From an optimization exercise on the open Yosys and OpenROAD flow, aimed at small area, a short achievable clock period and few clock cycles; shortcuts taken in it are not production practice.
Only simulation tests tie the RTL to the original design; equivalence was not proved.
The flow treats the clock pin as an ideal source, which a real chip does not have.
No activity file was given, so power comes from the tool's default toggle rates.

## w21_col_mac_seq
module w21_col_mac_seq (
    input  logic                    clk,
    input  logic                    rst,
    input  logic                    start,
    output logic [ADDR_W-1:0]       adrs_clm,
    input  logic signed [D_W-1:0]   w_in,
    input  logic signed [D_W-1:0]   x_in,
    output logic                    busy,
    output logic                    done,
    output logic signed [D_W-1:0]   result
);
Size: roughly 1500 cells after synthesis, roughly 0.016 mm2 of cells after synthesis.
Settings: LEC_CHECK=0, ABC_CLOCK_PERIOD_IN_PS=3000, CAP_MARGIN=20, CORE_MARGIN=2, CORE_UTILIZATION=40, SLEW_MARGIN=20, SYNTH_HIERARCHICAL=1; clock period 9.0 ns.
standard.sh (not shown) runs the stock make flow with config.mk's settings and CLKGATE_MAP_FILE= SYNTH_SCRIPT=/design/flow/synth_recipe.tcl, a recipe that flattens the netlist after the stock synthesis.
==> flow/flow/run.sh <==
#!/bin/bash
# Layout flow: the standard ORFS layout (standard.sh, standard synthesis unchanged) with
#  - the port buffers made with the smallest plain buffer,
#  - after clock-tree synthesis, useful skew for the register-to-register paths through
#    the multiplier tree (flow/early_clock.tcl): the registers that launch the partial
#    products clocked from buffers of their own on the clock port, and the accumulator
#    and result registers from a buffer below their clock-tree leaf.
# Every make step writes its own log under orfs/logs/; make's output goes to flow_make*.log,
# the skew step's to early_clock.log, all in this folder.
set -euo pipefail
MARGIN=$(cat flow/margin.txt)
KNOBS=("SETUP_SLACK_MARGIN=${MARGIN}" "BUFFER_PORTS_ARGS=-buffer_cell sky130_fd_sc_hd__buf_1")
bash standard.sh "${KNOBS[@]}" cts > flow_make_cts.log 2>&1
RES=orfs/results/${FLOW_PLATFORM}/w21_col_mac_seq/base
CTS_ODB=$PWD/$RES/4_cts.odb \
LIB_FILE=${FLOW_HOME}/platforms/${FLOW_PLATFORM}/lib/sky130_fd_sc_hd__tt_025C_1v80.lib \
EARLY_BUFS=$(cat flow/early_bufs.txt) EARLY_CELL=sky130_fd_sc_hd__clkbuf_16 \
LATE_CELL=$(cat flow/late_cell.txt) \
  openroad -no_init -exit flow/early_clock.tcl > early_clock.log 2>&1
touch $RES/4_cts.sdc
bash standard.sh "${KNOBS[@]}" finish > flow_make.log 2>&1
test -s out/final.def
==> flow/flow/late_cell.txt <==
none
==> flow/flow/margin.txt <==
5.5
Other scripts of this flow, unchanged in this note and not shown: flow/flow/early_bufs.txt, flow/flow/early_clock.tcl
The baseline completed without violations.
Testbench counts at the start, summed over its fixed seeds: cycles 14,504.
Next try:
--- a/flow/config.mk
+++ b/flow/config.mk
@@ -10,3 +10,3 @@
 export CORE_MARGIN = 2
-export CORE_UTILIZATION = 40
+export CORE_UTILIZATION = 55
 export SLEW_MARGIN = 20
Total power rose by 1.9%.
Final cell count decreases by 6.7%.
Utilization goes up by 16 points.
Non-clock buffer count grows by 4.
First-iteration DRC count went down by 6.1%.
Synthesized cell count is unchanged.
Worst setup slack got worse by 61 ps.
Worst hold slack gains 24 ps.
Next try:
==> flow/flow/late_cell.txt (replaced) <==
sky130_fd_sc_hd__clkbuf_8
==> flow/flow/margin.txt (replaced) <==
5.6
--- a/flow/config.mk
+++ b/flow/config.mk
@@ -10,3 +10,3 @@
 export CORE_MARGIN = 2
-export CORE_UTILIZATION = 55
+export CORE_UTILIZATION = 40
 export SLEW_MARGIN = 20
The new run finished with timing, DRC and antenna clean.
Critical path depth goes down by 8.
Combinational power hardly moves.
Cell area goes up by a few percent.
Worst setup slack improved by 60 ps.
Clock power goes up by roughly a tenth.
Utilization goes down by 15 points.
Next try:
==> flow/flow/late_cell.txt (replaced) <==
none
==> flow/flow/margin.txt (replaced) <==
5.4
What happened:
- The new run passed the timing, DRC and antenna checks
- wire length falls by a few percent
- core utilization falls by 1.6 points
- setup slack gets worse by 110 ps
- fmax falls by a few percent
- cell count falls slightly
- final area falls by a few percent
- combinational power falls slightly
- total power falls by a few percent
- area after synthesis does not change
- synthesized cell count stays the same
Next try:
==> flow/flow/margin.txt (replaced) <==
5.5
--- a/flow/config.mk
+++ b/flow/config.mk
@@ -11,2 +11,4 @@
 export CORE_UTILIZATION = 40
+export CTS_CLUSTER_DIAMETER = 100
+export CTS_CLUSTER_SIZE = 30
 export SLEW_MARGIN = 20
=> Power hardly moves. Maximum frequency rose by a few percent. Utilization rose by 0.21 points. Cell area rose slightly. Setup slack improved by 120 ps. Die area does not change. Wire length rose slightly. Worst hold slack got worse by 46 ps. Cell count is about the same. Register-to-register slack improved by 130 ps.

* * *

w21_col_mac_seq again, from the RTL that the note above started with.
==> flow/config.mk <==
export PLATFORM = sky130hd
export DESIGN_NAME = w21_col_mac_seq
export DESIGN_NICKNAME = w21_col_mac_seq
export VERILOG_FILES = /design/flow/design.v
export SDC_FILE = /design/flow/constraint.sdc
export NUM_CORES = 4
export LEC_CHECK = 0
export ABC_CLOCK_PERIOD_IN_PS = 3000
export CAP_MARGIN = 20
export CORE_MARGIN = 2
export CORE_UTILIZATION = 45
export SLEW_MARGIN = 20
export SYNTH_HIERARCHICAL = 1
==> flow/constraint.sdc <==
create_clock -name core_clock -period 9.0 [get_ports {clk}]
set_input_delay 1.8000 -clock core_clock [delete_from_list [all_inputs] [get_ports {clk}]]
set_output_delay 1.8000 -clock core_clock [all_outputs]
set_load 0.01 [all_outputs]
==> flow/flow/margin.txt <==
5.5
Scripts as last shown in full above: flow/flow/run.sh
Other scripts of this flow, unchanged in this note and not shown: flow/flow/early_bufs.txt, flow/flow/early_clock.tcl, flow/flow/late_cell.txt
The baseline ran to the end with no violations.
Testbench counts at the start, summed over its fixed seeds: cycles 14,504.
Change:
--- a/flow/config.mk
+++ b/flow/config.mk
@@ -9 +9 @@
-export CAP_MARGIN = 20
+export CAP_MARGIN = 5
@@ -11,2 +11,2 @@
-export CORE_UTILIZATION = 45
-export SLEW_MARGIN = 20
+export CORE_UTILIZATION = 40
+export SLEW_MARGIN = 5
Worst hold slack gets worse by 25 ps; power shrinks by 0.88%; fmax grows by 0.76%; routed wire length grows by 2.1%; final cell count grows by 3.6%.
Change:
==> flow/flow/margin.txt (replaced) <==
5.6
--- a/flow/config.mk
+++ b/flow/config.mk
@@ -9 +9 @@
-export CAP_MARGIN = 5
+export CAP_MARGIN = 20
@@ -12 +12 @@
-export SLEW_MARGIN = 5
+export SLEW_MARGIN = 20
=> The new run passed the timing, DRC and antenna checks. Worst setup slack degrades by 3.2 ps. Combinational power grows by about 1%. Non-clock buffer count rose by 22. Utilization increases by 0.89 points. Count of clock-buffer cells in the layout does not change. Die area stays the same. Synthesized area does not change. Global-route usage increases by 0.93 points. Cell area grows by 2.0%. Synthesized cell count is unchanged.

==> static timing again, ports no longer ideal <==
In the flow no input, the clock included, has a driving cell. The finished layouts below were timed again as built, in two steps. Step 1: set_driving_cell puts a clkbuf_16 on clk and a buf_2 on each other input, an assumption about the parent block. Step 2, shift: input delay + t, output delay - t, t = (earliest + latest rising clock arrival at the registers) / 2. This alone moves slack from input paths to output paths. Slacks: ideal / step 1 / step 2; pairs: ideal / step 1.
| run | shift t [ns] | slack for setup (ns) | hold slack, ns | clock arrival spread, ns | worst register clock-pin slew, ns | cell pins on the clock port's net |
|---|---|---|---|---|---|---|
| the first run of note 1 | 0.392 | 5.730 / 5.633 / 5.739 | 0.379 / 0.379 / 0.379 | 0.316 / 0.316 | 0.09 / 0.09 | 4 |
| the second run of note 1 | 0.386 | 5.670 / 5.633 / 5.670 | 0.403 / 0.403 / 0.403 | 0.353 / 0.353 | 0.12 / 0.12 | 4 |
| the third run of note 1 | 0.465 | 5.730 / 5.628 / 5.891 | 0.256 / 0.256 / 0.256 | 0.452 / 0.451 | 0.09 / 0.09 | 4 |
| the fourth run of note 1 | 0.395 | 5.615 / 5.615 / 5.615 | 0.425 / 0.425 / 0.425 | 0.319 / 0.319 | 0.09 / 0.09 | 4 |
| the fifth run of note 1 | 0.392 | 5.730 / 5.633 / 5.739 | 0.379 / 0.379 / 0.379 | 0.316 / 0.316 | 0.09 / 0.09 | 4 |
| the first run of note 2 | 0.394 | 5.705 / 5.609 / 5.727 | 0.404 / 0.404 / 0.404 | 0.331 / 0.330 | 0.10 / 0.10 | 4 |
| the second run of note 2 | 0.392 | 5.730 / 5.633 / 5.739 | 0.379 / 0.379 / 0.379 | 0.316 / 0.316 | 0.09 / 0.09 | 4 |
| the third run of note 2 | 0.397 | 5.727 / 5.627 / 5.848 | 0.382 / 0.382 / 0.382 | 0.317 / 0.318 | 0.09 / 0.09 | 4 |
In every run listed the clock reaches the registers at very different times; t lies between them, and the last value is a rough guide only.
